Background: an optimization exercise with open tools, aiming at small area. Do not read the settings as production practice. In this exercise RTL edits were held to simulation tests only and were not proved equivalent to the original. The clock port is modelled as an ideal driver; clocking choices that lean on that would not hold on a real chip. Power figures rest on the tool's default switching activity, not on a simulated workload.

==> config.mk <==
export PLATFORM = sky130hd
export DESIGN_NAME = fifo_ctl_top
export DESIGN_NICKNAME = fifo_ctl_top
export VERILOG_FILES = /design/flow/design.v
export SDC_FILE = /design/flow/constraint.sdc
export NUM_CORES = 4
export LEC_CHECK = 0
export CAP_MARGIN = 0
export CORE_MARGIN = 2
export CORE_UTILIZATION = 65
export CTS_BUF_LIST = sky130_fd_sc_hd__clkbuf_16
export CTS_CLUSTER_DIAMETER = 100
export CTS_CLUSTER_SIZE = 30
export GPL_TIMING_DRIVEN = 0
export PLACE_DENSITY = 0.75
export SLEW_MARGIN = 0
==> constraint.sdc <==
create_clock -name core_clock -period 4.0 [get_ports {clk}]
set_input_delay 0.8000 -clock core_clock [delete_from_list [all_inputs] [get_ports {clk}]]
set_output_delay 0.8000 -clock core_clock [all_outputs]
set_load 0.01 [all_outputs]
==> design.v <==
`timescale 1ns/100ps
module fifo_ctl_top
(
    input  logic        clk,
    input  logic        rst,
    input  logic [63:0] i_rx_data,           
    input  logic        i_rx_valid,
    output logic [31:0] o_tx_data,
    output logic [1:0]  o_tx_tag,            
    output logic [1:0]  o_tx_ctx,
    output logic        o_tx_valid,
    input  logic        i_tx_ready
);
    logic        magic_ok;
    logic        is_loop;
    logic        is_cmd;
    logic [15:0] cmd_addr;
    logic [15:0] cmd_mask;
    logic [15:0] cmd_value;
    logic [2:0]  off;
    logic        rw_hit;
    logic        ro_hit;
    logic        do_read;
    logic        do_write;
    assign magic_ok  = i_rx_valid && (i_rx_data[7:0] == 8'h77);
    assign is_loop   = magic_ok && (i_rx_data[9:8] == 2'b10);
    assign is_cmd    = magic_ok && (i_rx_data[9:8] == 2'b11);
    assign cmd_addr  = i_rx_data[31:16];
    assign cmd_mask  = {i_rx_data[39:32], i_rx_data[47:40]};
    assign cmd_value = {i_rx_data[55:48], i_rx_data[63:56]};
    assign off       = cmd_addr[2:0];
    assign rw_hit    = cmd_addr[15] && (cmd_addr[14:3] == 12'd0) && (off != 3'd7);
    assign ro_hit    = !cmd_addr[15] && (cmd_addr[14:4] == 11'd0) && (cmd_addr[3:0] != 4'hf);
    assign do_read   = is_cmd && i_rx_data[12];
    assign do_write  = is_cmd && i_rx_data[13] && rw_hit;
    logic [7:0]  rw_b [0:7];
    logic [15:0] send_count;
    logic        send_en;
    logic        do_count;
    logic        resp_afull;
    assign send_count = {rw_b[5], rw_b[4]};
    assign send_en    = rw_b[2][0];
    assign do_count   = !do_read && !do_write && !resp_afull && send_en &&
                        (send_count != 16'h0000);
    logic [15:0] count_dec;
    assign count_dec = send_count - 16'd1;
    logic [7:0] v_par [0:1];
    logic [7:0] m_par [0:1];
    logic [7:0] touch;
    assign v_par[0] = off[0] ? cmd_value[15:8] : cmd_value[7:0];
    assign v_par[1] = off[0] ? cmd_value[7:0]  : cmd_value[15:8];
    assign m_par[0] = off[0] ? cmd_mask[15:8]  : cmd_mask[7:0];
    assign m_par[1] = off[0] ? cmd_mask[7:0]   : cmd_mask[15:8];
    always_comb
        for (int b = 0; b < 8; b++)
            touch[b] = do_write && ((b < 7 && off == 3'(b)) || (b > 0 && off == 3'(b - 1)));
    always_ff @(posedge clk)
    begin
        for (int b = 0; b < 8; b++)
            for (int j = 0; j < 8; j++)
            begin
                if (rst)
                    rw_b[b][j] <= (b == 0) ? 1'((8'hcd >> j) & 1) :
                                  (b == 1) ? 1'((8'hef >> j) & 1) : 1'b0;
                else if (touch[b] && m_par[b % 2][j])
                    rw_b[b][j] <= v_par[b % 2][j];
                else if (do_count && (b == 4 || b == 5))
                    rw_b[b][j] <= count_dec[(b - 4) * 8 + j];
            end
    end
    logic [15:0] rw_rd;          
    logic [19:0] resp_in;
    always_comb
    begin
        logic [7:0] ev;
        logic [7:0] od;
        ev = rw_b[{off[2:1] + 2'(off[0]), 1'b0}];
        od = rw_b[{off[2:1], 1'b1}];
        rw_rd = off[0] ? {od, ev} : {ev, od};
    end
    always_comb
    begin
        if (do_read)
            resp_in = rw_hit ? {1'b1, off, rw_rd} : {3'b000, ro_hit, cmd_addr};
        else
            resp_in = {4'b1111, send_count};
    end
    function automatic logic [15:0] ro_data(input logic hit, input logic [3:0] a);
        logic [127:0] img;
        logic [7:0]   lo;
        logic [7:0]   hi;
        img = 128'hc0ffee01_0005_0201_00000010_0000_ab89;
        lo  = img[{a, 3'b000} +: 8];
        hi  = img[{a + 4'd1, 3'b000} +: 8];
        if (hit)
            ro_data = {lo, hi};
        else
            ro_data = 16'h0000;
    endfunction
    logic [33:0] loop_mem [0:15];
    logic [19:0] resp_mem [0:15];
    logic [3:0]  loop_wp, loop_rp, resp_wp, resp_rp;
    logic [4:0]  loop_cnt, resp_cnt;         
    logic        loop_pend, resp_pend;       
    logic        loop_ne, resp_ne;           
    logic        loop_full, resp_full;       
    logic        resp_af;                    
    logic [4:0]  loop_cnt_nx, resp_cnt_nx;
    logic        loop_wr, resp_wr;
    logic        loop_pop, resp_pop;
    logic        load_ok;
    assign resp_afull = resp_af;
    assign load_ok  = !o_tx_valid || i_tx_ready;
    assign loop_pop = load_ok && loop_ne;
    assign resp_pop = load_ok && !loop_ne && resp_ne;
    assign loop_cnt_nx = loop_cnt + 5'(loop_pend) - 5'(loop_pop);
    assign resp_cnt_nx = resp_cnt + 5'(resp_pend) - 5'(resp_pop);
    assign loop_wr = !rst && is_loop && (!loop_full || loop_pop);
    assign resp_wr = !rst && (do_read || do_count) && (!resp_full || resp_pop);
    always_ff @(posedge clk)
    begin
        if (rst)
        begin
            loop_wp   <= '0;
            loop_rp   <= '0;
            loop_cnt  <= '0;
            loop_pend <= 1'b0;
            loop_ne   <= 1'b0;
            loop_full <= 1'b0;
            resp_wp   <= '0;
            resp_rp   <= '0;
            resp_cnt  <= '0;
            resp_pend <= 1'b0;
            resp_ne   <= 1'b0;
            resp_full <= 1'b0;
            resp_af   <= 1'b0;
        end
        else
        begin
            loop_cnt  <= loop_cnt_nx;
            loop_pend <= loop_wr;
            loop_ne   <= (loop_cnt_nx != 5'd0);
            loop_full <= (loop_cnt_nx + 5'(loop_wr) == 5'd16);
            resp_cnt  <= resp_cnt_nx;
            resp_pend <= resp_wr;
            resp_ne   <= (resp_cnt_nx != 5'd0);
            resp_full <= (resp_cnt_nx + 5'(resp_wr) == 5'd16);
            resp_af   <= (resp_cnt_nx >= 5'd12);
            if (loop_wr)
                loop_wp <= loop_wp + 4'd1;
            if (resp_wr)
                resp_wp <= resp_wp + 4'd1;
            if (loop_pop)
                loop_rp <= loop_rp + 4'd1;
            if (resp_pop)
                resp_rp <= resp_rp + 4'd1;
        end
    end
    always_ff @(posedge clk)
    begin
        if (loop_wr)
            loop_mem[loop_wp] <= {i_rx_data[11:10], i_rx_data[63:32]};
        if (resp_wr)
            resp_mem[resp_wp] <= resp_in;
    end
    logic [33:0] loop_head;
    logic [19:0] resp_head;
    logic [31:0] resp_word;
    always_comb
    begin
        loop_head = '0;
        resp_head = '0;
        for (int i = 0; i < 16; i++)
        begin
            loop_head = loop_head | ({34{loop_rp == 4'(i)}} & loop_mem[i]);
            resp_head = resp_head | ({20{resp_rp == 4'(i)}} & resp_mem[i]);
        end
    end
    always_comb
    begin
        if (!resp_head[19])
            resp_word = {resp_head[15:0], ro_data(resp_head[16], resp_head[3:0])};
        else if (resp_head[18:16] == 3'd7)
            resp_word = {16'hfffe, resp_head[15:0]};
        else
            resp_word = {13'h1000, resp_head[18:16], resp_head[15:0]};
    end
    logic tag_resp;
    always_ff @(posedge clk)
    begin
        if (rst)
            o_tx_valid <= 1'b0;
        else if (load_ok)
            o_tx_valid <= loop_pop || resp_pop;
    end
    always_ff @(posedge clk)
    begin
        if (loop_pop)
        begin
            o_tx_data <= loop_head[31:0];
            o_tx_ctx  <= loop_head[33:32];
            tag_resp  <= 1'b0;
        end
        else if (resp_pop)
        begin
            o_tx_data <= resp_word;
            o_tx_ctx  <= 2'b00;
            tag_resp  <= 1'b1;
        end
    end
    assign o_tx_tag = {1'b1, tag_resp};
endmodule
==> run.sh <==
#!/bin/bash
# synth_recipe.tcl (not shown) runs the flow's synth.tcl, then flattens the netlist and writes it again
# the make line also repeats each setting of config.mk as NAME=value (left out here)
make -C /OpenROAD-flow-scripts/flow DESIGN_CONFIG=/design/flow/config.mk WORK_HOME=/design/flow/orfs CLKGATE_MAP_FILE= SYNTH_SCRIPT=/design/flow/synth_recipe.tcl finish
==> results.tsv, run 1 <==
stage	metric	value	unit
outcome	status	complete, but fails checks	
outcome	Failing Checks	max-capacitance violations, max-slew violations, negative setup slack	
timing	clock skew	0.0361	ns
finish	antenna diode count	0	
finish	Area Overhead vs Synth	12.0	%
placement	DP Area	42300	sq um
critical_path	Max FO, Critical Path	9	
routing	DRC Markers	0	
finish	Final Cell Area	44200	sq um
placement	RD Place Congestion	0.960	
timing	final hold viol count	0	
die	Initial Util	0.656	
finish	ratio of cells with drive above 1 in the final layout	0.108	
timing	Worst Setup Slack, final	-0.0732	ns
placement	Port Buf Inserts	100	
pwr	leak pwr	13.9	nW
critical_path	Startpoint Class	input port	
clock_network	clock root cell	clkbuf_16	
yosys	Synth cell types	80	
clock_network	H-tree depth	2	
critical_path	CP Data Required Time	4.32	ns
pwr	worst ir drop on vdd	0.000464	V
finish	fin cells	3584	
placement	pre-CTS setup slack	-2.33	ns
die	chip height	250	um
routing	antenna viol nets, final	0	
die	DIE AREA	62700	sq um
routing	DR vias	26400	
timing	final setup violating endpoints	33	
global_route	largest net degree at the start of global routing	35	
routing	WL final	124000	um
clock_network	CTS tree	done	
placement	Cells after DPL	3487	
clock_network	total CTS buffers	39	
worst_hold_path	Min-Delay Path Class	flip-flop to flip-flop	
routing	Avg WL per Cell	34.6	um
die	Die Width	250	um
timing	final worst path period share	1.02	
pwr	PD cells	467	nW/um^2
routing	Iter 0 DRT Violations	4996	
finish	Layout Nets	2900	
critical_path	CP Capture Type	flip-flop	
clock_network	# hold bufs at CTS	0	
clock_network	# clock sinks	997	
global_route	vias in the first global route	25000	
yosys	Yosys top cell by area	edfxtp_1	
yosys	Top FF cell, synth	edfxtp_1	
yosys	share of the synthesized area in the top cell type	0.683	
critical_path	kind of critical path	input port to flip-flop	
yosys	Yosys reg bits	997	
die	Rows	90	
yosys	Post-Synthesis Cells	2578	
yosys	Mean Syn Cell Area	15.3	sq um
critical_path	Slowest-stage cell, CP	clkdlybuf4s50_1	
yosys	Post-Syn Area	39500	sq um
yosys	register area share after synthesis	0.733	
timing	Max Slew Vio Count	17	
clock_network	register clock-pin slew on the reported worst setup and hold paths	0.12	ns
clock_network	Clk Latency, worst-skew pair	0.64	ns
yosys	Mapped Nets	2691	
timing	relative slew slack	-0.00546	
yosys	top post-synthesis cells by area	edfxtp_1 (68%), dfxtp_1 (5.0%), a22oi_1 (3.4%), a22o_1 (1.9%), a221oi_1 (1.6%)	
timing	measured slew at the worst slew-check pin	1.50	ns
timing	unrepaired setup endpoints after global routing	true	
routing	vias per cell	7.35	
timing	Period minus WS final	4.07	ns
finish	footprint of the multi-input gates	10300	sq um
global_route	first-pass GRT wire length	173000	um
critical_path	slowest cell delay on critical path	0.72	ns
finish	filler instances	3668	
yosys	Synth Warn #	52	
critical_path	critical path arrival	4.39	ns
finish	flip-flop and latch area	28900	sq um
critical_path	most frequent cell on the critical path	ha_1	
yosys	Post-synth EDFFs	898	
routing	Detailed Routing Iterations Pass 1	8	
yosys	async set-or-reset flop fraction in the synthesized netlist	0	
global_route	initial antenna violation count	4	
global_route	total track usage	0.390	
critical_path	worst-path cell chain	clkdlybuf4s50_1 -> ha_1 -> ha_1 -> nor3b_1 -> and4_1 -> buf_2 -> nand3_2 -> a21boi_4 -> nor2_2 -> nand2_1 -> nor3_4 -> buf_4	
die	core area	60200	sq um
die	Ports	105	
timing	Fmax achieved	0.246	GHz
job	Max-Cap Viols	1	
clock_network	Max Root-Sink Buffers	3	
global_route	Remaining Overflow, GRT	0	
placement	DP HPWL	80400	um
finish	Layout Utilization	0.734	
[critical path, delay by kind of cell]
kind / cells / cell delay [ns]
and+or+nand+nor: 6 / 1.75
buffers and inverters: 3 / 1.15
adders and majority gates: 2 / 0.55
AOI/OAI and AO/OA: 1 / 0.11
[path summary, 6_finish.rpt]
path                               startpoint        endpoint  slack [ns]  cells after the start
worst max-delay path            i_rx_data[17]  resp_mem[2][0]       -0.07                     12
worst min-delay path               rw_b[3][7]      rw_b[3][7]        0.47                      2
worst max register to register     resp_rp[0]   o_tx_data[14]        0.02                     12
worst min register to register     rw_b[3][7]      rw_b[3][7]        0.47                      2
[cells in the final DEF, fill, tap and decap left out, types with 13 or more instances in the layout]
cell type,n
edfxtp_1,898
a22oi_1,179
nand2_1,150
a21oi_1,125
clkdlybuf4s50_1,100
dfxtp_1,99
clkbuf_1,94
nor2_1,85
a22o_1,85
a221oi_1,73
nand3_1,59
nand4_1,48
inv_1,47
ha_1,42
clkbuf_16,40
nor3_1,36
mux2i_1,34
mux2_2,34
a222oi_1,33
buf_2,31
nor2_4,31
a211oi_1,28
buf_12,28
o21ai_0,25
and2_1,25
xnor2_1,25
buf_4,23
mux4_2,20
and3_1,18
nor2b_1,17
nor4_1,17
clkbuf_2,16
o21ai_2,13
[report_power, final]
part           switching, W  leakage, nW  total, W  internal [W]
clock network       0.00307        0.577   0.00492       0.00185
logic               0.00251         4.51   0.00393       0.00142
registers          0.000186         8.84    0.0118        0.0116
[area by class of cell]
class                   count  area share
plain buffers             158      0.0155
clock buffers              40      0.0226
clock inverters            16     0.00206
inverters                  39     0.00348
multi-input cells        1388       0.232
flip-flops and latches    997       0.654
well taps                 782      0.0221
repair buffers            164      0.0475
[repair_timing]
item                                    CTS  global route
endpoints found under the setup margin  682           589
setup buffers                            24            13
pin swaps                                15            10
cloned                                    2             6
gates resized for setup                  41            59
[state kept, by name, indices dropped and copies added, names as in the netlist]
register    flops
loop_rp         4
o_tx_valid      1
o_tx_ctx        2
loop_cnt        5
resp_rp         4
resp_af         1
loop_pend       1
resp_full       1
resp_cnt        5
tag_resp        1
resp_pend       1
resp_wp         4
loop_full       1
loop_mem      544
o_tx_data      32
resp_ne         1
loop_ne         1
loop_wp         4
resp_mem      320
rw_b           64
[metrics by stage]
stage | hold WS, ns | total power, W | setup TNS [ns]
CTS | 0.466 | 0.0204 | -19.68
detailed placement | 0.450 | 0.0158 | -1208.12
global placement | 0.444 | 0.0157 | -2565.22
global route | 0.489 | 0.0211 | -2.81
finish | 0.473 | 0.0206 | -1.01
floorplan | 0.432 | 0.0140 | -97.24
[metal layers]
layer	wire length (um)	vias to the layer above	GRT usage
li1	-	10700	-
met1	43900	13000	0.565
met2	55000	2317	0.583
met3	19700	296	0.0935
met4	5490	4	0.149
met5	27	-	0
[logic make-up after synthesis]
logic type,count (synthesis),share of synthesized area
xor gates and xnor gates,36,0.00817
buffers and inverters,201,0.0202
muxes,88,0.0297
other,1,0.0000950
AOI/OAI and AO/OA,656,0.124
and+or+nand+nor,554,0.0701
DFF,997,0.733
adders and majority gates,45,0.0146
[synthesized netlist by cell type (all sizes together) (36+ instances only)]
master	number
dfxtp	99
nand3	60
inv	36
clkbuf	116
buf	46
a21oi	125
edfxtp	898
a221oi	73
nor2	110
nand4	48
o21ai	41
a22oi	179
nand2	153
nor3	46
ha	43
a22o	85
==> inputs of run 2 (changes only) <==
--- a/design.v
+++ b/design.v
@@ -172,8 +172,8 @@
         resp_head = '0;
         for (int i = 0; i < 16; i++)
         begin
-            loop_head = loop_head | ({34{loop_rp == 4'(i)}} & loop_mem[i]);
-            resp_head = resp_head | ({20{resp_rp == 4'(i)}} & resp_mem[i]);
+            loop_head = loop_head | ({34{loop_ne && loop_rp == 4'(i)}} & loop_mem[i]);
+            resp_head = resp_head | ({20{!loop_ne && resp_rp == 4'(i)}} & resp_mem[i]);
         end
     end
     always_comb
@@ -195,17 +195,11 @@
     end
     always_ff @(posedge clk)
     begin
-        if (loop_pop)
-        begin
-            o_tx_data <= loop_head[31:0];
+        if (loop_pop || resp_pop)
+        begin
+            o_tx_data <= loop_head[31:0] | resp_word;
             o_tx_ctx  <= loop_head[33:32];
-            tag_resp  <= 1'b0;
-        end
-        else if (resp_pop)
-        begin
-            o_tx_data <= resp_word;
-            o_tx_ctx  <= 2'b00;
-            tag_resp  <= 1'b1;
+            tag_resp  <= !loop_ne;
         end
     end
     assign o_tx_tag = {1'b1, tag_resp};
--- a/config.mk
+++ b/config.mk
@@ -7,10 +7,8 @@
 export LEC_CHECK = 0
 export CAP_MARGIN = 0
 export CORE_MARGIN = 2
-export CORE_UTILIZATION = 65
+export CORE_UTILIZATION = 55
 export CTS_BUF_LIST = sky130_fd_sc_hd__clkbuf_16
 export CTS_CLUSTER_DIAMETER = 100
 export CTS_CLUSTER_SIZE = 30
-export GPL_TIMING_DRIVEN = 0
-export PLACE_DENSITY = 0.75
 export SLEW_MARGIN = 0
==> run 2 against run 1 <==
Largest cell class unchanged. First-iteration DRC count shrank 28%. Global-route usage shrank 7.1 points. Via count shrank 7.9%. Largest power group unchanged. Clock power grew 3%. Cell count grew 1.6%. Sequential cell count is the same. Critical path type is now flip-flop to flip-flop. Register-to-register slack gained 0.24 ns. Now clean on timing, DRC and antenna. Cell area is essentially flat.
==> results.tsv, run 2 <==
stage	metric	value	unit	change
outcome	status	timing/DRC/antenna clean		
timing	clock skew	0.0369	ns	+0.000748 ns
finish	Largest register FFs	544		unchanged
global_route	grt peak-use layer	met1		
yosys	Post-synth EDFFs	899		+0.11%
clock_network	# clock sinks	997		unchanged
timing	Period minus WS final	3.74	ns	-0.336 ns
worst_hold_path	WHS Path Cells	2		unchanged
finish	Layout Nets	2796		-3.6%
critical_path	Startpoint Class	flip-flop		
pwr	Design Power	0.0203	W	-1.8%
critical_path	Max FO, Critical Path	15		+6
yosys	async set-or-reset flop fraction in the synthesized netlist	0		unchanged
worst_hold_path	Min-Delay Path Class	flip-flop to flip-flop		
critical_path	kind of critical path	flip-flop to flip-flop		
finish	footprint of the multi-input gates	9860	sq um	-4.1%
worst_hold_path	hold path start	resp_ne		
timing	unrepaired setup endpoints after global routing	false		
yosys	top post-synthesis cells by area	edfxtp_1 (69%), dfxtp_1 (5.0%), a22oi_1 (3.8%), a221oi_1 (2.4%), a22o_1 (2.3%)		
yosys	Top FF cell, synth	edfxtp_1		
pwr	PD cells	458	nW/um^2	-1.8%
yosys	Yosys top cell by area	edfxtp_1		
finish	Layout Utilization	0.629		-0.105
critical_path	CP Capture Type	flip-flop		
critical_path	worst reg-to-reg path cell count	12		unchanged
finish	fin cells	3641		+1.6%
routing	DRC Markers	0		unchanged
clock_network	CTS tree	done		
timing	final worst path period share	0.934		-0.0841
yosys	share of the synthesized area in the top cell type	0.689		+0.00633
die	Rows	97		+7.8%
yosys	Synth Area in Compound Gates	0.122		-0.00244
finish	Final Cell Area	44200	sq um	about the same
placement	DP HPWL	73900	um	-8.0%
yosys	Simple-Gate Fraction of Synth Area	0.0688		-0.00125
clock_network	total CTS buffers	40		+2.6%
global_route	initial antenna violation count	6		+2
critical_path	critical path arrival	4.08	ns	-0.31 ns
yosys	most common library cells after synthesis	edfxtp_1 (899), a22oi_1 (196), nor2_1 (131), nand2_1 (116), a221oi_1 (107)		
die	core area	70300	sq um	+17%
finish	ratio of cells with drive above 1 in the final layout	0.137		+0.0287
finish	Area Overhead vs Synth	12.9	%	
critical_path	CP Data Required Time	4.34	ns	+0.02 ns
global_route	total track usage	0.319		-0.0713
routing	vias per cell	6.67		-9.3%
clock_network	H-tree depth	2		unchanged
routing	DR vias	24300		-7.9%
global_route	first-pass GRT wire length	168000	um	-3.1%
timing	final setup violating endpoints	0		-100%
routing	antenna viol nets, final	0		unchanged
global_route	Remaining Overflow, GRT	0		unchanged
routing	Avg WL per Cell	32.2	um	-7.0%
job	Max-Cap Viols	0		-1
die	DIE AREA	73400	sq um	+17%
clock_network	clock root cell	clkbuf_16		
critical_path	r2r setup slk	0.26	ns	+0.24 ns
global_route	largest net degree at the start of global routing	81		+130%
clock_network	Max Root-Sink Buffers	3		unchanged
die	Die Width	271	um	+8.1%
yosys	Mean Syn Cell Area	15.7	sq um	+2.8%
placement	Port Buf Inserts	101		+1.0%
yosys	Post-Synth Adder-Cell Area	0.0151		+0.000439
timing	final hold viol count	0		unchanged
critical_path	r2r endpoint	o_tx_data[13]		
global_route	M2 GR Usage	0.482		-0.101
finish	most frequent cells in the layout	edfxtp_1 (899), a22oi_1 (196), buf_4 (148)		
placement	DP Area	43000	sq um	+1.6%
pwr	worst ir drop on vdd	0.000406	V	-13%
timing	measured slew at the worst slew-check pin	1.39	ns	-0.109 ns
clock_network	# hold bufs at CTS	0		unchanged
placement	Cells after DPL	3578		+2.6%
routing	Iter 0 DRT Violations	3596		-28%
yosys	Mapped Nets	2602		-3.3%
timing	relative slew slack	0.0717		+0.0771
yosys	main combinational cell family by area after synthesis	compound AO/OA/AOI/OAI gates		
die	chip height	271	um	+8.1%
yosys	Synth Area in XOR/XNOR	0.00760		-0.000572
global_route	GRT met1 Usage	0.493		-0.0722
yosys	Post-Synthesis Cells	2488		-3.5%
yosys	multiplexer share of the synthesized area	0.0286		-0.00110
yosys	Synth cell types	82		+2.5%
global_route	vias in the first global route	23300		-6.8%
critical_path	RR Startpoint	resp_rp[0]		
routing	Detailed Routing Iterations Pass 1	8		unchanged
pwr	leak pwr	14.1	nW	+1.0%
die	Initial Util	0.557		-0.0981
timing	Worst Setup Slack, final	0.263	ns	+0.336 ns
finish	filler instances	5102		+39%
routing	WL final	117000	um	-5.5%
worst_hold_path	hold worst-path end	o_tx_valid		
finish	most common cell after layout, fill and taps aside	edfxtp_1		
yosys	Synth Warn #	52		unchanged
yosys	count leader, synth	edfxtp_1		
placement	RD Place Congestion	0.877		-8.6%
yosys	Post-Syn Area	39200	sq um	-0.81%
global_route	GR Util met3	0.0582		-0.0353
yosys	Yosys reg bits	997		unchanged
clock_network	register clock-pin slew on the reported worst setup and hold paths	0.11	ns	about the same
yosys	register area share after synthesis	0.739		+0.00623
timing	Max Slew Vio Count	0		-17
finish	flip-flop and latch area	29000	sq um	about the same
placement	pre-CTS setup slack	-0.131	ns	+2.20 ns
die	Ports	105		unchanged
timing	Fmax achieved	0.268	GHz	+9.0%
clock_network	Clk Latency, worst-skew pair	0.62	ns	-0.02 ns
[run 2: routing by layer]
| layer | part of all wire | up-vias |
|---|---|---|
| met4 | 0.016 | 4 |
| met5 | 0.00026 | - |
| li1 | - | 10400 |
| met1 | 0.42 | 12400 |
| met3 | 0.11 | 116 |
| met2 | 0.45 | 1333 |
[run 2: report_power, final]
part / switching [W] / internal [W]
clock network: 0.00308 / 0.00199
logic: 0.00205 / 0.00133
registers: 0.000198 / 0.0116
total: 0.00533 / 0.0149
[run 2: per-stage QoR]
step,hold slack (ns),TNS [ns]
floorplan,0.445,-86.01
global placement,0.461,-0.336
detailed placement,0.475,-2.76
CTS,0.495,0
global route,0.528,0
finish,0.495,0
[run 2: how the worst max path moves through the flow]
stage             startpoint              end  depth (start not counted)
5_1_grt           resp_rp[1]     o_tx_data[8]                         12
3_5_place_dp   i_rx_data[17]  resp_mem[8][11]                          8
4_1_cts           resp_rp[1]     o_tx_data[8]                         11
2_1_floorplan   i_rx_data[7]   loop_mem[7][0]                          5
6_report          resp_rp[0]    o_tx_data[13]                         12
3_3_place_gp   i_rx_data[17]  resp_mem[8][11]                          8
[run 2: kinds of logic after synthesis]
kind of cell,after synthesis
flops,997
compound gates,622
simple gates,527
buf+inv,176
mux,85
fa+ha+maj,46
xor+xnor,34
other cells,1
[run 2: area by class of cell]
| cell class | count | area share |
|---|---|---|
| repair buffers | 288 | 0.0654 |
| inverters | 40 | 0.00339 |
| well taps | 940 | 0.0266 |
| clock buffers | 43 | 0.0243 |
| diodes | 4 | 0.000226 |
| flip-flops and latches | 997 | 0.655 |
| multi-input cells | 1315 | 0.223 |
| clock inverters | 14 | 0.00240 |
[run 2: worst max-delay path: stages (launching register included)]
cell and delay [ns]:
dfxtp_1 0.36, buf_4 0.14, inv_1 0.06, ha_1 0.33, nor4bb_4 0.23, buf_4 0.24
a22oi_1 0.31, nand2_1 0.11, nor3_2 0.40, buf_4 0.29, nand2b_1 0.29, o21ai_0 0.17
a2111o_1 0.55
[run 2: repair_timing]
| action | in CTS | in global routing |
|---|---|---|
| resized for setup | 0 | 1 |
| setup buffers | 0 | 2 |
| setup endpoints to repair | 0 | 1 |
==> inputs of run 3 (changes only) <==
==> flow/run.sh (new file) <==
#!/bin/bash
# Standard layout, with the port buffers made from buf_2 cells instead of the
# default delay buffer. Every tool's output goes to its own log in this folder.
set -o pipefail
cp standard.sh standard_sh_copy.txt
export BUFFER_PORTS_ARGS="-buffer_cell sky130_fd_sc_hd__buf_2"
bash standard.sh > standard.log 2>&1
==> standard.sh (new file) <==
#!/bin/bash
# synth_recipe.tcl (not shown) runs the flow's synth.tcl, then flattens the netlist and writes it again
# the make line also repeats each setting of config.mk as NAME=value (left out here)
make -C /OpenROAD-flow-scripts/flow DESIGN_CONFIG=/design/flow/config.mk WORK_HOME=/design/flow/orfs CLKGATE_MAP_FILE= SYNTH_SCRIPT=/design/flow/synth_recipe.tcl "${@:-finish}"
removed: run.sh
==> run 3 against run 2 <==
Still clean. Clock power shrank 4.5%. Sequential power is essentially flat. Area after synthesis is the same. Clock-buffer cell count shrank 4. Via count shrank 0.37%. Cell area shrank 2.6%. Global-route usage shrank 0.55 points. First-iteration DRC count shrank 8.3%. Critical endpoint is now o_tx_data[5]. Highest routed layer unchanged.
==> results.tsv, run 3 <==
stage	metric	value	unit	change
outcome	status	timing/DRC/antenna clean		
finish	most frequent cells in the layout	edfxtp_1 (899), a22oi_1 (196), buf_4 (122)		
critical_path	CP Capture Type	flip-flop		
placement	RD Place Congestion	0.897		+2.3%
yosys	Post-synth EDFFs	899		unchanged
die	chip height	271	um	unchanged
finish	fin cells	3591		-1.4%
global_route	largest net degree at the start of global routing	81		unchanged
placement	Cells after DPL	3537		-1.1%
routing	vias per cell	6.73		+1.0%
global_route	vias in the first global route	23100		-0.93%
routing	Detailed Routing Iterations Pass 1	5		-3
global_route	first-pass GRT wire length	164000	um	-2.2%
critical_path	Setup crit start	resp_rp[0]		
pwr	worst ir drop on vdd	0.000337	V	-17%
critical_path	kind of critical path	flip-flop to flip-flop		
clock_network	clock root cell	clkbuf_16		
job	Max-Cap Viols	0		unchanged
finish	Layout Nets	2752		-1.6%
yosys	Yosys reg bits	997		unchanged
critical_path	RR Startpoint	resp_rp[0]		
critical_path	Setup crit end	o_tx_data[5]		
clock_network	total CTS buffers	39		-2.5%
yosys	Yosys top cell by area	edfxtp_1		
finish	antenna diode count	0		-4
yosys	count leader, synth	edfxtp_1		
routing	DRC Markers	0		unchanged
clock_network	register clock-pin slew on the reported worst setup and hold paths	0.11	ns	about the same
routing	WL final	116000	um	-1.2%
yosys	most common library cells after synthesis	edfxtp_1 (899), a22oi_1 (196), nor2_1 (131), nand2_1 (116), a221oi_1 (107)		
timing	final worst path period share	0.939		+0.00464
timing	Fmax achieved	0.266	GHz	-0.49%
timing	relative slew slack	0.0851		+0.0135
clock_network	PostCTS Resize Cnt	0		unchanged
timing	Max Slew Vio Count	0		unchanged
critical_path	critical path arrival	4.07	ns	about the same
yosys	Post-Synthesis Cells	2488		unchanged
die	core area	70300	sq um	unchanged
timing	Period minus WS final	3.76	ns	+0.0186 ns
clock_network	# clock sinks	997		unchanged
clock_network	Clk Latency, worst-skew pair	0.62	ns	about the same
die	DIE AREA	73400	sq um	unchanged
critical_path	worst reg-to-reg path cell count	12		unchanged
pwr	leak pwr	13.8	nW	-2.2%
timing	final setup violating endpoints	0		unchanged
critical_path	r2r endpoint	o_tx_data[5]		
worst_hold_path	Min-Delay Path Class	input port to flip-flop		
clock_network	Max Root-Sink Buffers	3		unchanged
timing	Worst Setup Slack, final	0.245	ns	-0.0186 ns
die	Initial Util	0.557		unchanged
finish	most common cell after layout, fill and taps aside	edfxtp_1		
yosys	Synth cell types	82		unchanged
die	Ports	105		unchanged
yosys	Top FF cell, synth	edfxtp_1		
placement	DP HPWL	70800	um	-4.3%
timing	Setup TNS	0	ns	unchanged
finish	Layout Utilization	0.613		-0.0166
clock_network	Post-CTS Setup Bufs	0		unchanged
placement	pre-CTS setup slack	0.0128	ns	+0.144 ns
yosys	async set-or-reset flop fraction in the synthesized netlist	0		unchanged
routing	Iter 0 DRT Violations	3298		-8.3%
timing	clock skew	0.0311	ns	-0.00573 ns
yosys	share of the synthesized area in the top cell type	0.689		unchanged
clock_network	CTS tree	done		
die	Die Width	271	um	unchanged
placement	Port Buf Inserts	101		unchanged
critical_path	Startpoint Class	flip-flop		
yosys	Mapped Nets	2602		unchanged
timing	final hold viol count	0		unchanged
global_route	total track usage	0.313		-0.00553
finish	ratio of cells with drive above 1 in the final layout	0.159		+0.0224
yosys	Post-Syn Area	39200	sq um	unchanged
critical_path	r2r setup slk	0.24	ns	-0.02 ns
pwr	PD cells	460	nW/um^2	+0.37%
routing	Avg WL per Cell	32.2	um	+0.16%
finish	Area Overhead vs Synth	9.94	%	
timing	measured slew at the worst slew-check pin	1.36	ns	-0.0293 ns
routing	DR vias	24200		-0.37%
timing	unrepaired setup endpoints after global routing	false		
yosys	Synth Warn #	52		unchanged
yosys	register area share after synthesis	0.739		unchanged
routing	antenna viol nets, final	0		unchanged
critical_path	Max FO, Critical Path	8		-7
die	Rows	97		unchanged
finish	Largest register FFs	544		unchanged
global_route	initial antenna violation count	4		-2
clock_network	# hold bufs at CTS	0		unchanged
yosys	Mean Syn Cell Area	15.7	sq um	unchanged
critical_path	CP Data Required Time	4.31	ns	-0.03 ns
yosys	top post-synthesis cells by area	edfxtp_1 (69%), dfxtp_1 (5.0%), a22oi_1 (3.8%), a221oi_1 (2.4%), a22o_1 (2.3%)		
clock_network	H-tree depth	2		unchanged
global_route	Remaining Overflow, GRT	0		unchanged
[run 3: cell counts after synthesis]
Identical to the previous run, type by type.
[run 3: area by class of cell]
class / instances / area [sq um]
flip-flops and latches: 997 / 29000
fillers: 5258 / 27200
multi-input cells: 1315 / 9860
repair buffers: 245 / 1860
well taps: 940 / 1180
clock buffers: 39 / 976
inverters: 40 / 150
clock inverters: 15 / 77.6
[run 3: layer usage]
layer  vias to the layer above  GRT usage  share of wire
met4                         6     0.0759          0.025
met3                       158     0.0720           0.11
met2                      1340      0.468           0.45
met1                     12400      0.470           0.42
li1                      10300          -              -
met5                         -    0.00329        0.00042
[run 3: report_power, final]
group          internal, W  switching, W  leakage, nW  total [W]
Clock              0.00181       0.00303        0.553    0.00484
Sequential          0.0116      0.000195         8.88     0.0118
Combinational      0.00108       0.00207         4.33    0.00315
Total               0.0145       0.00530         13.8     0.0198
[run 3: worst min-delay path by stage]
stage | slack (ns) | start | to | cells past startpoint
floorplan | 0.45 | resp_ne | o_tx_valid | 2
global placement | 0.46 | rw_b[3][0] | rw_b[3][0] | 2
detailed placement | 0.48 | rw_b[3][1] | rw_b[3][1] | 2
CTS | 0.39 | i_rx_data[8] | loop_pend | 2
global route | 0.39 | i_rx_data[8] | loop_pend | 2
finish | 0.41 | i_rx_data[8] | loop_pend | 2
[run 3: metrics by stage]
| stage | hold WS [ns] | area (sq um) | power [W] |
|---|---|---|---|
| after floorplan | 0.445 | 39200 | 0.0137 |
| after global placement | 0.460 | 42000 | 0.0151 |
| after detailed placement | 0.478 | 42000 | 0.0151 |
| after CTS | 0.392 | 43100 | 0.0198 |
| after global routing | 0.393 | 43100 | 0.0205 |
| final | 0.413 | 43100 | 0.0198 |
[run 3: kinds of logic (layout without fill, tap and decap cells)]
kind of cell               after synthesis  in the layout  synth area share
adders and majority gates               46             46            0.0151
other                                    1              1         0.0000957
xor gates and xnor gates                34             34           0.00760
DFF                                    997            997             0.739
muxes                                   85             85            0.0286
buffers and inverters                  176            339            0.0189
AOI/OAI and AO/OA                      622            622             0.122
and+or+nand+nor                        527            527            0.0688
[run 3: worst max-delay path, cell delays in order, from the launching register on]
cell and delay (ns):
dfxtp_1 0.44, ha_1 0.44, nor3b_1 0.59, a22oi_1 0.17, nand4_1 0.16, a211oi_2 0.05
buf_4 0.19, clkinv_1 0.06, ha_1 0.13, inv_1 0.04, ha_1 0.39, nand2_1 0.12
o311ai_1 0.68
==> inputs of run 4 (changes only) <==
==> flow/run.sh (replaced) <==
#!/bin/bash
# Standard layout with three changes: the port buffers are buf_2 cells instead of
# the default delay buffer; power recovery downsizes gates off the critical paths
# after global routing; and a hook after global routing repairs any slew,
# capacitance or setup violations that left. Every tool's output goes to its own
# log in this folder.
set -o pipefail
export BUFFER_PORTS_ARGS="-buffer_cell sky130_fd_sc_hd__buf_2"
export RECOVER_POWER=100
export POST_GLOBAL_ROUTE_TCL="$(pwd)/flow/post_grt.tcl"
bash standard.sh > standard.log 2>&1
==> flow/post_grt.tcl (new file) <==
# Runs at the end of global routing, after power recovery has downsized gates off the
# critical paths: fix any slew, capacitance or setup violations the downsizing left,
# then route the changed nets again and rewrite the route guides.
puts "post_grt: repair after power recovery"
log_cmd estimate_parasitics -global_routing
log_cmd global_route -start_incremental
log_cmd repair_design -slew_margin 10 -cap_margin 10 -match_cell_footprint -verbose
log_cmd detailed_placement
log_cmd global_route -end_incremental -congestion_report_file $::env(REPORTS_DIR)/congestion_post_grt_hook1.rpt
log_cmd estimate_parasitics -global_routing
log_cmd global_route -start_incremental
log_cmd repair_timing -setup -setup_margin 0.1 -repair_tns 100 -match_cell_footprint -verbose
log_cmd detailed_placement
log_cmd global_route -end_incremental -congestion_report_file $::env(REPORTS_DIR)/congestion_post_grt_hook2.rpt
log_cmd estimate_parasitics -global_routing
report_tns
report_wns
log_cmd write_guides $::env(RESULTS_DIR)/route.guide
--- a/config.mk
+++ b/config.mk
@@ -8,7 +8,7 @@
 export CAP_MARGIN = 0
 export CORE_MARGIN = 2
 export CORE_UTILIZATION = 55
-export CTS_BUF_LIST = sky130_fd_sc_hd__clkbuf_16
-export CTS_CLUSTER_DIAMETER = 100
-export CTS_CLUSTER_SIZE = 30
+export CTS_BUF_LIST = sky130_fd_sc_hd__clkbuf_8
+export CTS_CLUSTER_DIAMETER = 60
+export CTS_CLUSTER_SIZE = 20
 export SLEW_MARGIN = 0
==> run 4 against run 3 <==
Still clean on timing, DRC and antenna. Sequential share of layout area grew 0.38 points. Register-to-register slack gained 0.02 ns. Clock power rose by 6.8%. Die area unchanged. Clock skew is 0.0061 ns higher. Sequential power barely moved. Synthesized cell count did not move. Worst setup slack gained 0.016 ns. Cell count rose by 1.5%. Cell area shrank 0.55%.
==> results.tsv, run 4 <==
stage	metric	value	unit	change
global_route	largest net degree at the start of global routing	81		unchanged
critical_path	Setup crit start	rw_b[5][2]		
routing	antenna viol nets, final	0		unchanged
yosys	Synth Warn #	52		unchanged
placement	DP HPWL	70800	um	unchanged
pwr	PD cells	468	nW/um^2	+1.8%
clock_network	H-tree depth	3		+1
global_route	vias in the first global route	23400		+1.3%
die	Initial Util	0.557		unchanged
clock_network	Post-CTS Setup Bufs	0		unchanged
job	Max-Cap Viols	0		unchanged
clock_network	# clock sinks	997		unchanged
placement	RD Place Congestion	0.897		unchanged
yosys	Mapped Nets	2602		unchanged
yosys	top post-synthesis cells by area	edfxtp_1 (69%), dfxtp_1 (5.0%), a22oi_1 (3.8%), a221oi_1 (2.4%), a22o_1 (2.3%)		
routing	Iter 0 DRT Violations	3182		-3.5%
die	Rows	97		unchanged
critical_path	CP Capture Type	flip-flop		
global_route	first-pass GRT wire length	166000	um	+1.1%
critical_path	RR Startpoint	rw_b[5][2]		
critical_path	Startpoint Class	flip-flop		
finish	Area Overhead vs Synth	9.33	%	
routing	DR vias	24400		+0.91%
finish	filler instances	5342		+1.6%
worst_hold_path	WHS Path Cells	2		unchanged
placement	Port Buf Inserts	101		unchanged
outcome	status	timing/DRC/antenna clean		
global_route	initial antenna violation count	3		-1
critical_path	WP depth	9		-3
timing	Max Slew Vio Count	0		unchanged
critical_path	most frequent cell on the critical path	or4_1		
critical_path	critical path arrival	4.00	ns	-0.07 ns
yosys	Mean Syn Cell Area	15.7	sq um	unchanged
critical_path	worst reg-to-reg path cell count	9		-3
yosys	share of the synthesized area in the top cell type	0.689		unchanged
yosys	Yosys reg bits	997		unchanged
finish	footprint of the multi-input gates	9760	sq um	-1.1%
yosys	Post-Synthesis Cells	2488		unchanged
timing	measured slew at the worst slew-check pin	1.32	ns	-0.0394 ns
clock_network	# hold bufs at CTS	0		unchanged
die	DIE AREA	73400	sq um	unchanged
pwr	Design Power	0.0201	W	+1.3%
timing	Fmax achieved	0.267	GHz	+0.44%
pwr	worst ir drop on vdd	0.000330	V	-2.1%
clock_network	total CTS buffers	67		+72%
yosys	Post-synth EDFFs	899		unchanged
timing	clock skew	0.0372	ns	+0.00609 ns
die	chip height	271	um	unchanged
critical_path	Max FO, Critical Path	19		+11
die	Ports	105		unchanged
die	Die Width	271	um	unchanged
placement	DP Area	42000	sq um	unchanged
critical_path	CP Data Required Time	4.26	ns	-0.05 ns
yosys	register area share after synthesis	0.739		unchanged
finish	most frequent cells in the layout	edfxtp_1 (899), a22oi_1 (196), nand2_1 (116)		
finish	Layout Utilization	0.609		-0.00340
routing	DRC Markers	0		unchanged
clock_network	Clk Latency, worst-skew pair	0.70	ns	+0.08 ns
clock_network	PostCTS Resize Cnt	0		unchanged
global_route	total track usage	0.316		+0.00270
critical_path	slowest cell delay on critical path	0.61	ns	-0.07 ns
worst_hold_path	Min-Delay Path Class	input port to flip-flop		
finish	flip-flop and latch area	29000	sq um	about the same
finish	most common cell after layout, fill and taps aside	edfxtp_1		
timing	relative slew slack	0.117		+0.0324
timing	Period minus WS final	3.74	ns	-0.0164 ns
finish	Largest register FFs	544		unchanged
yosys	most common library cells after synthesis	edfxtp_1 (899), a22oi_1 (196), nor2_1 (131), nand2_1 (116), a221oi_1 (107)		
critical_path	kind of critical path	flip-flop to flip-flop		
clock_network	CTS tree	done		
timing	final hold viol count	0		unchanged
critical_path	Slowest-stage cell, CP	or4_1		
finish	ratio of cells with drive above 1 in the final layout	0.136		-0.0229
clock_network	register clock-pin slew on the reported worst setup and hold paths	0.12	ns	about the same
routing	Detailed Routing Iterations Pass 1	6		+1
routing	vias per cell	6.70		-0.55%
routing	Avg WL per Cell	31.9	um	-1.0%
critical_path	CP bufs+invs	3		unchanged
critical_path	Crit path max-delay family	simple AND/OR/NAND/NOR gates		
yosys	count leader, synth	edfxtp_1		
die	core area	70300	sq um	unchanged
critical_path	worst-path cell chain	or4_1 -> or4_1 -> nor4_1 -> buf_4 -> o32ai_2 -> nand2_1 -> clkbuf_1 -> nor2_1 -> clkbuf_2		
yosys	Post-Syn Area	39200	sq um	unchanged
pwr	leak pwr	13.5	nW	-1.6%
clock_network	clock root cell	clkbuf_8		
global_route	Remaining Overflow, GRT	0		unchanged
finish	Final Cell Area	42800	sq um	-0.55%
worst_hold_path	hold path start	i_rx_data[8]		
routing	WL final	116000	um	+0.45%
timing	final setup violating endpoints	0		unchanged
yosys	async set-or-reset flop fraction in the synthesized netlist	0		unchanged
yosys	Top FF cell, synth	edfxtp_1		
clock_network	Max Root-Sink Buffers	3		unchanged
yosys	Synth cell types	82		unchanged
yosys	Yosys top cell by area	edfxtp_1		
timing	final worst path period share	0.935		-0.00409
finish	Layout Nets	2780		+1.0%
## run 4: final cells by class
type,instances,share of cell area
Clock buffer,69,0.0222
Timing Repair Buffer,245,0.0349
Multi-Input combinational cell,1315,0.228
Antenna cell,4,0.000234
Tap cell,940,0.0275
Sequential cell,997,0.676
Clock inverter,34,0.00760
Inverter,40,0.00351
## run 4: per-stage QoR
step	instances	hold slack, ns	worst slack, ns	setup TNS (ns)
floorplan	2488	0.445	-0.299	-86.01
global placement	3537	0.460	0.0644	0
detailed placement	3537	0.478	0.0128	0
CTS	3640	0.296	0.432	0
finish	3644	0.335	0.261	0
## run 4: cells by family (layout without fill, tap and decap cells)
family                     count (synthesis)  count (layout)  synth area share
buffers and inverters                    176             388            0.0189
muxes                                     85              85            0.0286
adders and majority gates                 46              46            0.0151
AOI/OAI and AO/OA                        622             622             0.122
xor gates and xnor gates                  34              34           0.00760
other                                      1               5         0.0000957
and+or+nand+nor                          527             527            0.0688
DFF                                      997             997             0.739
## run 4: final timing paths
kind,to,slack (ns)
hold reg to reg,loop_pend,0.49
setup / recovery,resp_mem[12][5],0.26
hold / removal,loop_pend,0.33
setup reg to reg,resp_mem[12][5],0.26
## run 4: where the power goes
| part | internal (W) | total (W) | switching [W] |
|---|---|---|---|
| Clock | 0.00189 | 0.00517 | 0.00328 |
| Sequential | 0.0116 | 0.0118 | 0.000199 |
| Combinational | 0.00101 | 0.00306 | 0.00205 |
| Total | 0.0145 | 0.0201 | 0.00554 |
## run 4: routing by layer
| metal | routed length, um | track usage | share of wire |
|---|---|---|---|
| met1 | 48900 | 0.479 | 0.42 |
| met2 | 52700 | 0.479 | 0.45 |
| met3 | 12300 | 0.0629 | 0.11 |
| met5 | 0 | 0 | 0 |
| met4 | 2390 | 0.0662 | 0.021 |
==> inputs of run 5 (changes only) <==
--- a/config.mk
+++ b/config.mk
@@ -8,7 +8,7 @@
 export CAP_MARGIN = 0
 export CORE_MARGIN = 2
 export CORE_UTILIZATION = 55
-export CTS_BUF_LIST = sky130_fd_sc_hd__clkbuf_8
-export CTS_CLUSTER_DIAMETER = 60
-export CTS_CLUSTER_SIZE = 20
+export CTS_BUF_LIST = sky130_fd_sc_hd__clkbuf_16
+export CTS_CLUSTER_DIAMETER = 100
+export CTS_CLUSTER_SIZE = 30
 export SLEW_MARGIN = 0
==> run 5 against run 4 <==
Sequential share of layout area increased by 0.38 points. Via count fell by 1.1%. First-iteration DRC count up 2.1%. Clock skew down 0.0092 ns. Non-clock buffer count stayed put. Core utilization fell by 0.35 points. Maximum frequency is essentially flat. Global-route usage fell by 0.27 points.
==> results.tsv, run 5 <==
stage	metric	value	unit	change
outcome	status	timing/DRC/antenna clean		
timing	Hold WS	0.402	ns	+0.0669 ns
finish	most common cell after layout, fill and taps aside	edfxtp_1		
yosys	register area share after synthesis	0.739		unchanged
finish	footprint of the multi-input gates	9750	sq um	about the same
timing	measured slew at the worst slew-check pin	1.29	ns	-0.0381 ns
yosys	Synth Warn #	52		unchanged
clock_network	PostCTS Resize Cnt	0		unchanged
job	Max-Cap Viols	0		unchanged
finish	flip-flop and latch area	29000	sq um	about the same
die	Die Width	271	um	unchanged
pwr	worst ir drop on vdd	0.000317	V	-3.8%
yosys	Yosys reg bits	997		unchanged
routing	DRC Markers	0		unchanged
critical_path	CP Capture Type	flip-flop		
global_route	vias in the first global route	23100		-1.3%
timing	final worst path period share	0.935		about the same
critical_path	r2r setup slk	0.26	ns	about the same
yosys	Post-synth EDFFs	899		unchanged
timing	Max Slew Vio Count	0		unchanged
critical_path	RR Startpoint	rw_b[5][2]		
yosys	Yosys top cell by area	edfxtp_1		
placement	DP HPWL	70800	um	unchanged
yosys	Mean Syn Cell Area	15.7	sq um	unchanged
critical_path	slowest cell delay on critical path	0.61	ns	about the same
yosys	share of the synthesized area in the top cell type	0.689		unchanged
finish	filler instances	5376		+0.64%
pwr	Design Power	0.0197	W	-1.6%
global_route	initial antenna violation count	3		unchanged
clock_network	Clk Latency, worst-skew pair	0.62	ns	-0.08 ns
critical_path	Setup crit end	resp_mem[12][9]		
timing	relative slew slack	0.143		+0.0254
clock_network	Post-CTS Setup Bufs	0		unchanged
clock_network	register clock-pin slew on the reported worst setup and hold paths	0.11	ns	about the same
finish	Layout Nets	2752		-1.0%
worst_hold_path	hold path start	i_rx_data[8]		
die	chip height	271	um	unchanged
yosys	top post-synthesis cells by area	edfxtp_1 (69%), dfxtp_1 (5.0%), a22oi_1 (3.8%), a221oi_1 (2.4%), a22o_1 (2.3%)		
routing	Iter 0 DRT Violations	3248		+2.1%
finish	ratio of cells with drive above 1 in the final layout	0.120		-0.0167
routing	vias per cell	6.72		+0.32%
global_route	largest net degree at the start of global routing	81		unchanged
critical_path	Slowest-stage cell, CP	or4_1		
clock_network	total CTS buffers	39		-42%
critical_path	most frequent cell on the critical path	or4_1		
routing	WL final	116000	um	-0.50%
clock_network	H-tree depth	2		-1
yosys	Synth cell types	82		unchanged
worst_hold_path	Min-Delay Path Class	input port to flip-flop		
yosys	async set-or-reset flop fraction in the synthesized netlist	0		unchanged
critical_path	Startpoint Class	flip-flop		
global_route	first-pass GRT wire length	164000	um	-1.1%
placement	Port Buf Inserts	101		unchanged
yosys	Post-Syn Area	39200	sq um	unchanged
critical_path	worst-path cell chain	or4_1 -> or4_1 -> nor4_1 -> buf_4 -> o32ai_2 -> nand2_1 -> clkbuf_1 -> nor2_1 -> clkbuf_2		
clock_network	# hold bufs at CTS	0		unchanged
timing	final hold viol count	0		unchanged
die	core area	70300	sq um	unchanged
critical_path	Setup crit start	rw_b[5][2]		
yosys	count leader, synth	edfxtp_1		
clock_network	Max Root-Sink Buffers	3		unchanged
timing	Fmax achieved	0.267	GHz	about the same
routing	DR vias	24100		-1.1%
yosys	most common library cells after synthesis	edfxtp_1 (899), a22oi_1 (196), nor2_1 (131), nand2_1 (116), a221oi_1 (107)		
clock_network	CTS tree	done		
critical_path	CP Data Required Time	4.20	ns	-0.06 ns
critical_path	Max FO, Critical Path	19		unchanged
yosys	Top FF cell, synth	edfxtp_1		
clock_network	clock root cell	clkbuf_16		
die	DIE AREA	73400	sq um	unchanged
pwr	PD cells	463	nW/um^2	-1.1%
timing	final setup violating endpoints	0		unchanged
global_route	total track usage	0.313		-0.00270
die	Ports	105		unchanged
yosys	Mapped Nets	2602		unchanged
clock_network	# clock sinks	997		unchanged
routing	Avg WL per Cell	32.2	um	+0.94%
critical_path	critical path arrival	3.94	ns	-0.06 ns
critical_path	kind of critical path	flip-flop to flip-flop		
timing	Setup TNS	0	ns	unchanged
routing	Detailed Routing Iterations Pass 1	5		-1
timing	Period minus WS final	3.74	ns	+0.00226 ns
pwr	leak pwr	13.4	nW	-0.90%
finish	most frequent cells in the layout	edfxtp_1 (899), a22oi_1 (196), nand2_1 (116)		
die	Rows	97		unchanged
placement	RD Place Congestion	0.897		unchanged
yosys	Post-Synthesis Cells	2488		unchanged
global_route	Remaining Overflow, GRT	0		unchanged
critical_path	r2r endpoint	resp_mem[12][9]		
finish	Area Overhead vs Synth	8.71	%	
timing	clock skew	0.0280	ns	-0.00919 ns
finish	Largest register FFs	544		unchanged
critical_path	worst reg-to-reg path cell count	9		unchanged
routing	antenna viol nets, final	0		unchanged
die	Initial Util	0.557		unchanged
==> run 5: cell counts after synthesis <==
Identical to the previous run, type by type.
==> run 5: power by group <==
part | leakage [nW] | switching, W | internal, W | total, W
clock network | 0.553 | 0.00302 | 0.00181 | 0.00483
registers | 8.88 | 0.000199 | 0.0116 | 0.0118
logic | 3.99 | 0.00207 | 0.00101 | 0.00308
total | 13.4 | 0.00529 | 0.0144 | 0.0197
==> run 5: final cells by class <==
| cell class | count | area share |
|---|---|---|
| clock buffer | 39 | 0.0229 |
| multi-input combinational | 1315 | 0.229 |
| tap | 940 | 0.0276 |
| sequential | 997 | 0.680 |
| inverter | 40 | 0.00353 |
| timing repair buffer | 245 | 0.0350 |
| clock inverter | 15 | 0.00182 |
| antenna | 1 | 0.0000588 |
==> run 5: worst min path at each step <==
stage / end / cells after the start
final: loop_pend / 2
after CTS: loop_pend / 2
after detailed placement: rw_b[3][1] / 2
after floorplan: o_tx_valid / 2
after global placement: rw_b[3][0] / 2
==> run 5: per-layer routing <==
layer	up-vias	wire, um	part of all wire	global-route usage
met4	2	2800	0.024	0.0759
met5	-	34	0.00029	0.00329
met1	12400	48400	0.42	0.470
met2	1276	51800	0.45	0.468
met3	152	12600	0.11	0.0720
li1	10300	-	-	-
==> run 5: cells by family after synthesis <==
logic type | share of synthesized area
AO/OA/AOI/OAI | 0.122
adder cells (fa/ha/maj) | 0.0151
other | 0.0000957
multiplexers | 0.0286
buffers and inverters | 0.0189
AND/OR/NAND/NOR | 0.0688
XOR/XNOR | 0.00760
flip-flops | 0.739
==> run 5: stage by stage <==
| step | worst slack (ns) | util | std cells | cell area [sq um] |
|---|---|---|---|---|
| after floorplan | -0.299 | - | 2488 | 39200 |
| after global placement | 0.0644 | 0.598 | 3537 | 42000 |
| after detailed placement | 0.0128 | 0.598 | 3537 | 42000 |
| after CTS | 0.445 | 0.613 | 3591 | 43100 |
| final | 0.259 | 0.606 | 3592 | 42600 |
==> run 5: worst max-delay path, delay by kind of cell (launching register included) <==
kind,cells,cell delay (ns)
AOI/OAI and AO/OA,1,0.13
and+or+nand+nor,5,1.84
DFF,1,0.39
buffers and inverters,3,0.94
==> inputs of run 6 (changes only) <==
==> flow/run.sh (replaced) <==
#!/bin/bash
# Standard layout with these changes: the port buffers are buf_2 cells instead of
# the default delay buffer; the resizer may use every buffer size; power recovery
# downsizes gates off the critical paths after global routing; and a hook after
# global routing repairs any slew, capacitance or setup violations that left.
# Every tool's output goes to its own log in this folder.
set -o pipefail
F="$(pwd)/flow"
export BUFFER_PORTS_ARGS="-buffer_cell sky130_fd_sc_hd__buf_2"
export RECOVER_POWER=100
export PRE_FLOORPLAN_TCL="$F/opt_config.tcl"
export PRE_GLOBAL_PLACE_TCL="$F/opt_config.tcl"
export PRE_RESIZE_TCL="$F/opt_config.tcl"
export PRE_CTS_TCL="$F/opt_config.tcl"
export PRE_GLOBAL_ROUTE_TCL="$F/opt_config.tcl"
export POST_GLOBAL_ROUTE_TCL="$F/post_grt.tcl"
bash standard.sh > standard.log 2>&1
==> flow/opt_config.tcl (new file) <==
# Let the resizer choose among all buffer sizes, not only a pruned few
set_opt_config -disable_buffer_pruning
==> run 6 against run 5 <==
The run now fails in 2_1_floorplan.
==> results.tsv, run 6 <==
stage	metric	value	unit	change
yosys	Synth Warn #	52		unchanged
outcome	status	did not finish		
outcome	tool error	[ERROR STA-0560] set_opt_config -disable_buffer_pruning missing value.		
outcome	Halt Stage	2_1_floorplan		
==> inputs of run 7 (changes only) <==
--- a/design.v
+++ b/design.v
@@ -99,13 +99,12 @@
     endfunction
     logic [33:0] loop_mem [0:15];
     logic [19:0] resp_mem [0:15];
-    logic [3:0]  loop_wp, loop_rp, resp_wp, resp_rp;
-    logic [4:0]  loop_cnt, resp_cnt;         
-    logic        loop_pend, resp_pend;       
+    logic [4:0]  loop_wp, loop_rp, resp_wp, resp_rp;
+    logic [4:0]  loop_wp_nx, loop_rp_nx, resp_wp_nx, resp_rp_nx;
+    logic [4:0]  resp_cnt_nx;                
     logic        loop_ne, resp_ne;           
     logic        loop_full, resp_full;       
     logic        resp_af;                    
-    logic [4:0]  loop_cnt_nx, resp_cnt_nx;
     logic        loop_wr, resp_wr;
     logic        loop_pop, resp_pop;
     logic        load_ok;
@@ -113,55 +112,46 @@
     assign load_ok  = !o_tx_valid || i_tx_ready;
     assign loop_pop = load_ok && loop_ne;
     assign resp_pop = load_ok && !loop_ne && resp_ne;
-    assign loop_cnt_nx = loop_cnt + 5'(loop_pend) - 5'(loop_pop);
-    assign resp_cnt_nx = resp_cnt + 5'(resp_pend) - 5'(resp_pop);
     assign loop_wr = !rst && is_loop && (!loop_full || loop_pop);
     assign resp_wr = !rst && (do_read || do_count) && (!resp_full || resp_pop);
+    assign loop_wp_nx  = loop_wp + 5'(loop_wr);
+    assign loop_rp_nx  = loop_rp + 5'(loop_pop);
+    assign resp_wp_nx  = resp_wp + 5'(resp_wr);
+    assign resp_rp_nx  = resp_rp + 5'(resp_pop);
+    assign resp_cnt_nx = resp_wp - resp_rp_nx;
     always_ff @(posedge clk)
     begin
         if (rst)
         begin
             loop_wp   <= '0;
             loop_rp   <= '0;
-            loop_cnt  <= '0;
-            loop_pend <= 1'b0;
             loop_ne   <= 1'b0;
             loop_full <= 1'b0;
             resp_wp   <= '0;
             resp_rp   <= '0;
-            resp_cnt  <= '0;
-            resp_pend <= 1'b0;
             resp_ne   <= 1'b0;
             resp_full <= 1'b0;
             resp_af   <= 1'b0;
         end
         else
         begin
-            loop_cnt  <= loop_cnt_nx;
-            loop_pend <= loop_wr;
-            loop_ne   <= (loop_cnt_nx != 5'd0);
-            loop_full <= (loop_cnt_nx + 5'(loop_wr) == 5'd16);
-            resp_cnt  <= resp_cnt_nx;
-            resp_pend <= resp_wr;
-            resp_ne   <= (resp_cnt_nx != 5'd0);
-            resp_full <= (resp_cnt_nx + 5'(resp_wr) == 5'd16);
+            loop_wp   <= loop_wp_nx;
+            loop_rp   <= loop_rp_nx;
+            loop_ne   <= (loop_wp != loop_rp_nx);
+            loop_full <= ((loop_wp_nx ^ loop_rp_nx) == 5'b10000);
+            resp_wp   <= resp_wp_nx;
+            resp_rp   <= resp_rp_nx;
+            resp_ne   <= (resp_wp != resp_rp_nx);
+            resp_full <= ((resp_wp_nx ^ resp_rp_nx) == 5'b10000);
             resp_af   <= (resp_cnt_nx >= 5'd12);
-            if (loop_wr)
-                loop_wp <= loop_wp + 4'd1;
-            if (resp_wr)
-                resp_wp <= resp_wp + 4'd1;
-            if (loop_pop)
-                loop_rp <= loop_rp + 4'd1;
-            if (resp_pop)
-                resp_rp <= resp_rp + 4'd1;
         end
     end
     always_ff @(posedge clk)
     begin
         if (loop_wr)
-            loop_mem[loop_wp] <= {i_rx_data[11:10], i_rx_data[63:32]};
+            loop_mem[loop_wp[3:0]] <= {i_rx_data[11:10], i_rx_data[63:32]};
         if (resp_wr)
-            resp_mem[resp_wp] <= resp_in;
+            resp_mem[resp_wp[3:0]] <= resp_in;
     end
     logic [33:0] loop_head;
     logic [19:0] resp_head;
@@ -172,8 +162,8 @@
         resp_head = '0;
         for (int i = 0; i < 16; i++)
         begin
-            loop_head = loop_head | ({34{loop_ne && loop_rp == 4'(i)}} & loop_mem[i]);
-            resp_head = resp_head | ({20{!loop_ne && resp_rp == 4'(i)}} & resp_mem[i]);
+            loop_head = loop_head | ({34{loop_ne && loop_rp[3:0] == 4'(i)}} & loop_mem[i]);
+            resp_head = resp_head | ({20{!loop_ne && resp_rp[3:0] == 4'(i)}} & resp_mem[i]);
         end
     end
     always_comb
==> flow/run.sh (replaced) <==
#!/bin/bash
# Standard layout with three changes: the port buffers are buf_2 cells instead of
# the default delay buffer; power recovery downsizes gates off the critical paths
# after global routing; and a hook after global routing repairs any slew,
# capacitance or setup violations that left. Every tool's output goes to its own
# log in this folder.
set -o pipefail
export BUFFER_PORTS_ARGS="-buffer_cell sky130_fd_sc_hd__buf_2"
export RECOVER_POWER=100
export POST_GLOBAL_ROUTE_TCL="$(pwd)/flow/post_grt.tcl"
bash standard.sh > standard.log 2>&1
--- a/flow/post_grt.tcl
+++ b/flow/post_grt.tcl
@@ -1,9 +1,10 @@
 # Runs at the end of global routing, after power recovery has downsized gates off the
-# critical paths: fix any slew, capacitance or setup violations the downsizing left,
+# critical paths: downsize once more, then fix any slew, capacitance or setup violations the downsizing left,
 # then route the changed nets again and rewrite the route guides.
-puts "post_grt: repair after power recovery"
+puts "post_grt: a second power recovery pass, then repair"
 log_cmd estimate_parasitics -global_routing
 log_cmd global_route -start_incremental
+log_cmd repair_timing -recover_power 100 -match_cell_footprint -verbose
 log_cmd repair_design -slew_margin 10 -cap_margin 10 -match_cell_footprint -verbose
 log_cmd detailed_placement
 log_cmd global_route -end_incremental -congestion_report_file $::env(REPORTS_DIR)/congestion_post_grt_hook1.rpt
removed: flow/opt_config.tcl
==> run 7 against run 6 <==
Now clean on timing, DRC and antenna.
==> results.tsv, run 7 <==
stage	metric	value	unit	change
outcome	status	timing/DRC/antenna clean		
finish	fin cells	3645		
critical_path	critical path arrival	3.93	ns	
die	DIE AREA	72800	sq um	
placement	RD Place Congestion	0.867		
timing	Max Slew Vio Count	0		
worst_hold_path	hold path start	rw_b[3][2]		
critical_path	Startpoint Class	flip-flop		
yosys	most common library cells after synthesis	edfxtp_1 (899), nand2_1 (200), a22oi_1 (184), nor2_1 (125), clkbuf_1 (97)		
yosys	Yosys top cell by area	edfxtp_1		
yosys	top post-synthesis cells by area	edfxtp_1 (69%), dfxtp_1 (4.6%), a22oi_1 (3.6%), nand2_1 (1.9%), mux2i_1 (1.4%)		
critical_path	CP Data Required Time	4.18	ns	
yosys	Synth Area in Compound Gates	0.102		
yosys	Mean Syn Cell Area	15.4	sq um	
critical_path	kind of critical path	flip-flop to flip-flop		
critical_path	worst-path cell chain	or4_1 -> or4_1 -> o41a_1 -> nand2_1 -> a221o_1 -> clkbuf_1 -> nor4_2 -> clkbuf_2		
die	Initial Util	0.555		
worst_hold_path	WHS Path Cells	2		
job	Max-Cap Viols	0		
critical_path	r2r endpoint	resp_mem[2][8]		
pwr	worst ir drop on vdd	0.000306	V	
yosys	Mapped Nets	2624		
timing	Fmax achieved	0.267	GHz	
critical_path	Slowest-stage cell, CP	or4_1		
timing	final hold viol count	0		
clock_network	PostCTS Resize Cnt	0		
routing	Iter 0 DRT Violations	3477		
placement	DP HPWL	71500	um	
yosys	multiplexer share of the synthesized area	0.0297		
pwr	leak pwr	13.9	nW	
die	core area	70000	sq um	
die	Rows	97		
finish	Final Cell Area	42400	sq um	
yosys	Synth Area in XOR/XNOR	0.00989		
global_route	largest net degree at the start of global routing	63		
global_route	Remaining Overflow, GRT	0		
timing	clock skew	0.0326	ns	
critical_path	most frequent cell on the critical path	or4_1		
placement	Port Buf Inserts	101		
critical_path	worst reg-to-reg path cell count	8		
critical_path	slowest cell delay on critical path	0.62	ns	
clock_network	Max Root-Sink Buffers	3		
routing	vias per cell	6.72		
yosys	Simple-Gate Fraction of Synth Area	0.0899		
finish	Largest register FFs	544		
pwr	Design Power	0.0178	W	
routing	DR vias	24500		
finish	most frequent cells in the layout	edfxtp_1 (899), nand2_1 (199), a22oi_1 (184)		
critical_path	r2r setup slk	0.25	ns	
routing	Detailed Routing Iterations Pass 1	8		
routing	Avg WL per Cell	32.1	um	
clock_network	CTS tree	done		
global_route	vias in the first global route	23800		
yosys	register area share after synthesis	0.741		
critical_path	Setup crit start	rw_b[5][2]		
routing	antenna viol nets, final	0		
clock_network	H-tree depth	2		
die	Ports	105		
routing	DRC Markers	0		
timing	final setup violating endpoints	0		
finish	ratio of cells with drive above 1 in the final layout	0.120		
routing	WL final	117000	um	
timing	relative slew slack	0.143		
placement	Cells after DPL	3584		
finish	Area Overhead vs Synth	9.11	%	
timing	measured slew at the worst slew-check pin	1.29	ns	
yosys	Synth Warn #	52		unchanged
critical_path	CP Capture Type	flip-flop		
global_route	total track usage	0.318		
critical_path	Setup crit end	resp_mem[2][8]		
yosys	async set-or-reset flop fraction in the synthesized netlist	0		
critical_path	Max FO, Critical Path	20		
finish	Layout Nets	2782		
clock_network	clock root cell	clkbuf_16		
die	Die Width	270	um	
clock_network	total CTS buffers	39		
yosys	Post-Synth Adder-Cell Area	0.00857		
yosys	share of the synthesized area in the top cell type	0.695		
pwr	PD cells	419	nW/um^2	
yosys	Post-synth EDFFs	899		
die	chip height	270	um	
timing	Period minus WS final	3.75	ns	
yosys	Synth cell types	74		
clock_network	register clock-pin slew on the reported worst setup and hold paths	0.12	ns	
finish	most common cell after layout, fill and taps aside	edfxtp_1		
global_route	first-pass GRT wire length	166000	um	
global_route	initial antenna violation count	2		
clock_network	Post-CTS Setup Bufs	0		
critical_path	RR Startpoint	rw_b[5][2]		
yosys	main combinational cell family by area after synthesis	compound AO/OA/AOI/OAI gates		
yosys	Post-Synthesis Cells	2530		
critical_path	CP bufs+invs	2		
clock_network	Clk Latency, worst-skew pair	0.64	ns	
placement	DP Area	41800	sq um	
timing	final worst path period share	0.936		
timing	Setup TNS	0	ns	
clock_network	# clock sinks	989		
yosys	Top FF cell, synth	edfxtp_1		
clock_network	# hold bufs at CTS	0		
finish	filler instances	5404		
yosys	count leader, synth	edfxtp_1		
yosys	Post-Syn Area	38800	sq um	
critical_path	Crit path max-delay family	simple AND/OR/NAND/NOR gates		
critical_path	WP depth	8		
worst_hold_path	Min-Delay Path Class	flip-flop to flip-flop		
yosys	Yosys reg bits	989		
run 7: cell type report:
class,count,area [sq um],share of cell area
well taps,940,1180,0.0277
inverters,22,82.6,0.00195
repair buffers,260,1570,0.0370
multi-input cells,1376,9620,0.227
diodes,1,2.50,0.0000590
clock inverters,17,131,0.00310
clock buffers,40,1000,0.0236
flip-flops and latches,989,28800,0.680
run 7: where the power goes:
part	internal, W	leakage (nW)	total [W]	switching [W]
combinational	0.000452	4.13	0.00143	0.000983
sequential	0.0113	9.19	0.0113	0.0000508
clock	0.00193	0.598	0.00499	0.00307
total	0.0137	13.9	0.0178	0.00410
run 7: worst min path at each step:
stage / end / slack, ns
final: rw_b[3][2] / 0.47
after detailed placement: rw_b[3][2] / 0.46
after floorplan: rw_b[7][2] / 0.43
after CTS: rw_b[3][2] / 0.47
after global placement: rw_b[7][2] / 0.44
run 7: worst register-to-register path, cell delays in order, from the launching register on:
cell and delay, ns:
dfxtp_1 0.39, or4_1 0.62, or4_1 0.49, o41a_1 0.49
nand2_1 0.12, a221o_1 0.21, clkbuf_1 0.35, nor4_2 0.09
clkbuf_2 0.54
run 7: logic make-up (layout without fill, tap and decap cells):
| logic type | after synthesis | count (layout) |
|---|---|---|
| adders and majority gates | 26 | 26 |
| xor gates and xnor gates | 43 | 43 |
| and+or+nand+nor | 687 | 687 |
| AOI/OAI and AO/OA | 527 | 527 |
| other | 1 | 2 |
| DFF | 989 | 989 |
| buffers and inverters | 165 | 339 |
| muxes | 92 | 92 |
run 7: routing by layer:
metal  part of all wire  vias to the layer above  wire length (um)  GRT usage
li1                   -                    10400                 -          -
met1               0.40                    12500             46700      0.463
met2               0.46                     1385             53400      0.491
met3               0.11                      158             13200     0.0636
met4              0.030                        2              3520     0.0937
met5            0.00075                        -                88   0.000658
run 7: through the flow:
stage	setup slack (ns)	hold slack, ns	utilization
detailed placement	0.115	0.455	0.596
finish	0.254	0.472	0.605
CTS	0.0951	0.472	0.613
floorplan	-0.539	0.433	-
global placement	0.216	0.441	0.596

-- port drivers added, routing unchanged --
The results above use ideal ports. As a check the final layouts listed here were re-extracted and re-timed, cells and wires unchanged.
Step 1 assumes that a clkbuf_16 drives the clock port and a buf_2 every other input.
Step 2, shift: input delay + t, output delay - t, t = (earliest + latest rising clock arrival at the registers) / 2. This alone moves slack from input paths to output paths.
Slacks: no drivers / after step 1 / after step 2; pairs: no drivers / after step 1.
run | shift t [ns] | setup WS [ns]
run 1 | 0.684 | -0.073 / -0.034 / -0.719
run 2 | 0.673 | 0.263 / 0.263 / -0.158
run 3 | 0.675 | 0.245 / 0.245 / 0.068
run 4 | 0.748 | 0.261 / 0.261 / -0.398
run 5 | 0.675 | 0.259 / 0.259 / -0.306
run 7 | 0.689 | 0.254 / 0.254 / -0.276
Met with ideal ports but missed after step 2: setup timing in run 2, run 4, run 5 and run 7.
